Background: an optimization exercise with open tools, aiming at small area, a short achievable clock period and few clock cycles. Do not read the settings as production practice.
Function was checked by simulation only, so behaviour that the tests miss may differ from the original.

red:
// midi_tempo_tracker
module midi_tempo_tracker #(
    parameter int TIME_BITS      = 24,
    parameter int COUNT_BITS     = 16,
    parameter int FOLD_MIN_COUNT = 8
) (
    input  logic                  clk,
    input  logic                  rst_n,
    input  logic                  in_valid,
    output logic                  in_stall,
    input  logic [1:0]            event_kind,
    input  logic [6:0]            controller,
    input  logic [6:0]            ctrl_value,
    input  logic [TIME_BITS-1:0]  delta_time,
    output logic                  out_valid,
    input  logic                  out_stall,
    output logic [TIME_BITS-1:0]  note_period,
    output logic [TIME_BITS-1:0]  pedal_period,
    output logic [COUNT_BITS-1:0] note_count,
    output logic [1:0]            event_use,
    input  logic                  cfg_valid,
    output logic                  cfg_ready,
    input  logic [2:0]            cfg_index,
    input  logic [23:0]           cfg_data
);
    localparam int TB = 24;
    localparam int CB = 16;
    localparam int SB = 40;
    localparam int PW = 36;                  
    localparam int NB = 2;                   
    localparam int NC = SB / NB;             
    localparam int QC = TB / NB;             
    localparam int XW = CB + NB;             
    localparam int KW = 27;                  
    localparam int JW = $clog2(NC + 1);      
    localparam logic [TB-1:0] TMAX = {TB{1'b1}};
    localparam logic [CB-1:0] CMAX = {CB{1'b1}};
    localparam logic [SB-1:0] SMAX = {SB{1'b1}};
    localparam logic [3:0] S_IDLE = 4'd0;
    localparam logic [3:0] S_D    = 4'd1;    
    localparam logic [3:0] S_P    = 4'd2;    
    localparam logic [3:0] S_S0   = 4'd3;    
    localparam logic [3:0] S_SK   = 4'd4;    
    localparam logic [3:0] S_SF   = 4'd5;    
    localparam logic [3:0] S_PP   = 4'd6;    
    localparam logic [3:0] S_F    = 4'd7;    
    localparam logic [3:0] S_M1   = 4'd8;    
    localparam logic [3:0] S_M2   = 4'd9;
    localparam logic [3:0] S_M3   = 4'd10;
    logic [3:0] st_reg;
    logic [TB-1:0] min_gap_reg;
    logic [11:0]   lo_reg, hi_reg;
    logic [7:0]    nlim_reg, plim_reg;
    logic          ib_valid_reg, ib_note_reg, ib_pedal_reg;
    logic [TB-1:0] ib_delta_reg;
    logic          fnote_reg, fpedal_reg;
  ...
Size: ~7700 cells after synthesis, about 0.061 mm^2 of cells after synthesis.
Settings: LEC_CHECK=0, ABC_AREA=1, CAP_MARGIN=0, CORE_MARGIN=2, CORE_UTILIZATION=60, SLEW_MARGIN=0; clock period 10.0 ns.
run.sh (not shown) runs the stock make flow with config.mk's settings and CLKGATE_MAP_FILE= SYNTH_SCRIPT=/design/flow/synth_recipe.tcl, a recipe that flattens the netlist after the stock synthesis.
Testbench counts of red, summed over its fixed seeds: cycles 9,095.
Modified inputs, blue compared to red
# red
export LEC_CHECK = 0
export ABC_AREA = 1
export CAP_MARGIN = 0
export CORE_MARGIN = 2
export CORE_UTILIZATION = 60
export SLEW_MARGIN = 0
create_clock -name core_clock -period 10.0 [get_ports {clk}]
# blue
export LEC_CHECK = 0
export CAP_MARGIN = 5
export CORE_MARGIN = 2
export CORE_UTILIZATION = 60
export SLEW_MARGIN = 5
create_clock -name core_clock -period 10.0 [get_ports {clk}]
==> comparison <==
Diff red -> blue: minimum clock period fell 0.072 ns; wire length reported by the detailed router went up by 4.2%; number of cells on the worst reg-to-reg path decreased 37%.
#### Input delta (green over blue)
# blue
export LEC_CHECK = 0
export CAP_MARGIN = 5
export CORE_MARGIN = 2
export CORE_UTILIZATION = 60
export SLEW_MARGIN = 5
create_clock -name core_clock -period 10.0 [get_ports {clk}]
# green
export LEC_CHECK = 0
export ABC_AREA = 1
export CAP_MARGIN = 5
export CORE_MARGIN = 2
export CORE_UTILIZATION = 55
export SLEW_MARGIN = 5
create_clock -name core_clock -period 10.0 [get_ports {clk}]
Findings:
Of blue and green, the run reporting the higher headroom to the max-slew limit was blue. Comparing utilization for blue and green, the smaller number came from green. Top layer used by detailed routing: met5 -> green, met4 -> blue. Of blue and green, green shows the lower total non-filler cell area in the finished layout, with blue above it. From blue to green the numbers moved as follows: worst setup margin -0.071 ns, count of clock-buffer cells in the layout +5.0%, critical path depth +about 60%, shortest clock period the worst path allows after layout +0.071 ns. Summary: wire length of the first global-routing pass, green better than blue. Going from blue to green, the total met3 wirelength after detailed routing was found to have gone up by about 1.1%.
## Diff of input files: orange against green
# green
export LEC_CHECK = 0
export ABC_AREA = 1
export CAP_MARGIN = 5
export CORE_MARGIN = 2
export CORE_UTILIZATION = 55
export SLEW_MARGIN = 5
create_clock -name core_clock -period 10.0 [get_ports {clk}]
# orange
export LEC_CHECK = 0
export CAP_MARGIN = 20
export CORE_MARGIN = 2
export CORE_UTILIZATION = 40
export SLEW_MARGIN = 20
create_clock -name core_clock -period 10.0 [get_ports {clk}]
Results
- Core utilization: orange lower than green
- Delta (orange minus green): design area rose by about 4%; final critical delay including setup and external delays moved up.
- Post-detailed-route via-to-cell ratio: higher on orange
- Summary of orange over green: first-iteration DRC count fell by 2.2%, count of clock-buffer cells in the layout shows a reduction of 8, depth of the critical timing path with buffers and inverters included down about 40%, clock latency at the later pin of the worst-skew pair shows an increase of 0.04 ns.

---

midi_tempo_tracker again, from the RTL that the note above started with.
clock: 10.0 ns
lec_check: 0
cap_margin: 20
core_margin: 2
core_utilization: 60
gpl_timing_driven: 1
slew_margin: 20
The first run went through all stages and came out clean.
Testbench counts at the start, summed over its fixed seeds: cycles 9,095.
Rerun with:
--- a/flow/config.mk
+++ b/flow/config.mk
@@ -8 +8,2 @@
-export CAP_MARGIN = 20
+export ABC_AREA = 1
+export CAP_MARGIN = 5
@@ -10,3 +11,2 @@
-export CORE_UTILIZATION = 60
-export GPL_TIMING_DRIVEN = 1
-export SLEW_MARGIN = 20
+export CORE_UTILIZATION = 65
+export SLEW_MARGIN = 5
Outcome: Clock-buffer cell count is higher by 6. Worst hold slack gets better by 25 ps. Die area is lower by roughly a tenth. Core utilization is higher by 5.2 points. Routed wire length is lower by a few percent.
Rerun with:
--- a/flow/config.mk
+++ b/flow/config.mk
@@ -11 +11 @@
-export CORE_UTILIZATION = 65
+export CORE_UTILIZATION = 60
=> Synthesized cell count is unchanged; wire length is about the same; first-iteration DRC count falls by 11%; critical path depth is lower by 11; synthesized area is unchanged; setup slack improved by 55 ps; clock-buffer cell count falls by 3; design area went up by 0.30%; sequential share of layout area hardly moves.
Rerun with:
--- a/flow/config.mk
+++ b/flow/config.mk
@@ -8,2 +8 @@
-export ABC_AREA = 1
-export CAP_MARGIN = 5
+export CAP_MARGIN = 0
@@ -12 +11 @@
-export SLEW_MARGIN = 5
+export SLEW_MARGIN = 0
Effect: Synthesized cell count fell by 12%. Synthesized area rose by 2.5%. Design area rose by 3.0%.
Rerun with:
--- a/flow/config.mk
+++ b/flow/config.mk
@@ -8 +8 @@
-export CAP_MARGIN = 0
+export CAP_MARGIN = 20
@@ -11 +11 @@
-export SLEW_MARGIN = 0
+export SLEW_MARGIN = 20
The new run completed without violations.
Core utilization went down by 0.15 points.
Via count went down by 0.57%.
Synthesized cell count stays the same.
Wire length hardly moves.
Rerun with:
--- a/flow/config.mk
+++ b/flow/config.mk
@@ -10 +10 @@
-export CORE_UTILIZATION = 60
+export CORE_UTILIZATION = 75
Result: The changed run produced a clean layout. Setup slack got worse by 410 ps. Fmax came out lower by 4.3%. Sequential share of layout area came out higher by 0.43 points. Wire length came out lower by 1.5%. Clock-buffer cell count came out higher by 1. Hold slack improved by 7.2 ps.

---

Starting RTL as in the previous note.
clock: 10.0 ns
lec_check: 0
cap_margin: 5
core_margin: 2
core_utilization: 65
slew_margin: 5
Testbench counts at the start, summed over its fixed seeds: cycles 9,095.
==> next run, changes <==
Settings changed: CORE_UTILIZATION 65 to 55.
Outcome: Setup slack gets better by 19 ps; first-iteration DRC count drops by about a fifth.

what the ideal ports hide:
No port has a modelled driver above. Below, the same layouts with a new extraction and two added sets of constraints.
Step 1 assumes that a clkbuf_16 drives the clock port and a buf_2 every other input.
Step 2 moves the port delays by t, midway between the first and last clock arrival at a register: inputs arrive t later, outputs are due t later. That takes back most of the time a late clock gives input paths.
a / b / c = ideal / step 1 / step 2; a / b = the first two.
run	shift t [ns]	setup WS [ns]	worst hold slack (ns)
red	0.764	0.744 / 0.744 / 0.744	0.481 / 0.481 / 0.481
blue	0.765	0.817 / 0.817 / 0.817	0.451 / 0.451 / 0.451
green	0.756	0.745 / 0.745 / 0.745	0.475 / 0.475 / 0.475
orange	0.792	0.607 / 0.607 / 0.607	0.452 / 0.452 / 0.452
the first run of note 2	0.750	0.723 / 0.723 / 0.723	0.453 / 0.453 / 0.453
the second run of note 2	0.748	0.709 / 0.709 / 0.709	0.478 / 0.478 / 0.478
the third run of note 2	0.764	0.763 / 0.763 / 0.763	0.480 / 0.480 / 0.480
the fourth run of note 2	0.764	0.789 / 0.789 / 0.789	0.451 / 0.451 / 0.451
the fifth run of note 2	0.750	0.723 / 0.723 / 0.723	0.453 / 0.453 / 0.453
the sixth run of note 2	0.736	0.308 / 0.308 / 0.308	0.460 / 0.460 / 0.460
the first run of note 3	0.759	0.618 / 0.618 / 0.618	0.451 / 0.451 / 0.451
the second run of note 3	0.778	0.637 / 0.637 / 0.637	0.457 / 0.457 / 0.457
After both steps every run listed still meets setup and hold.
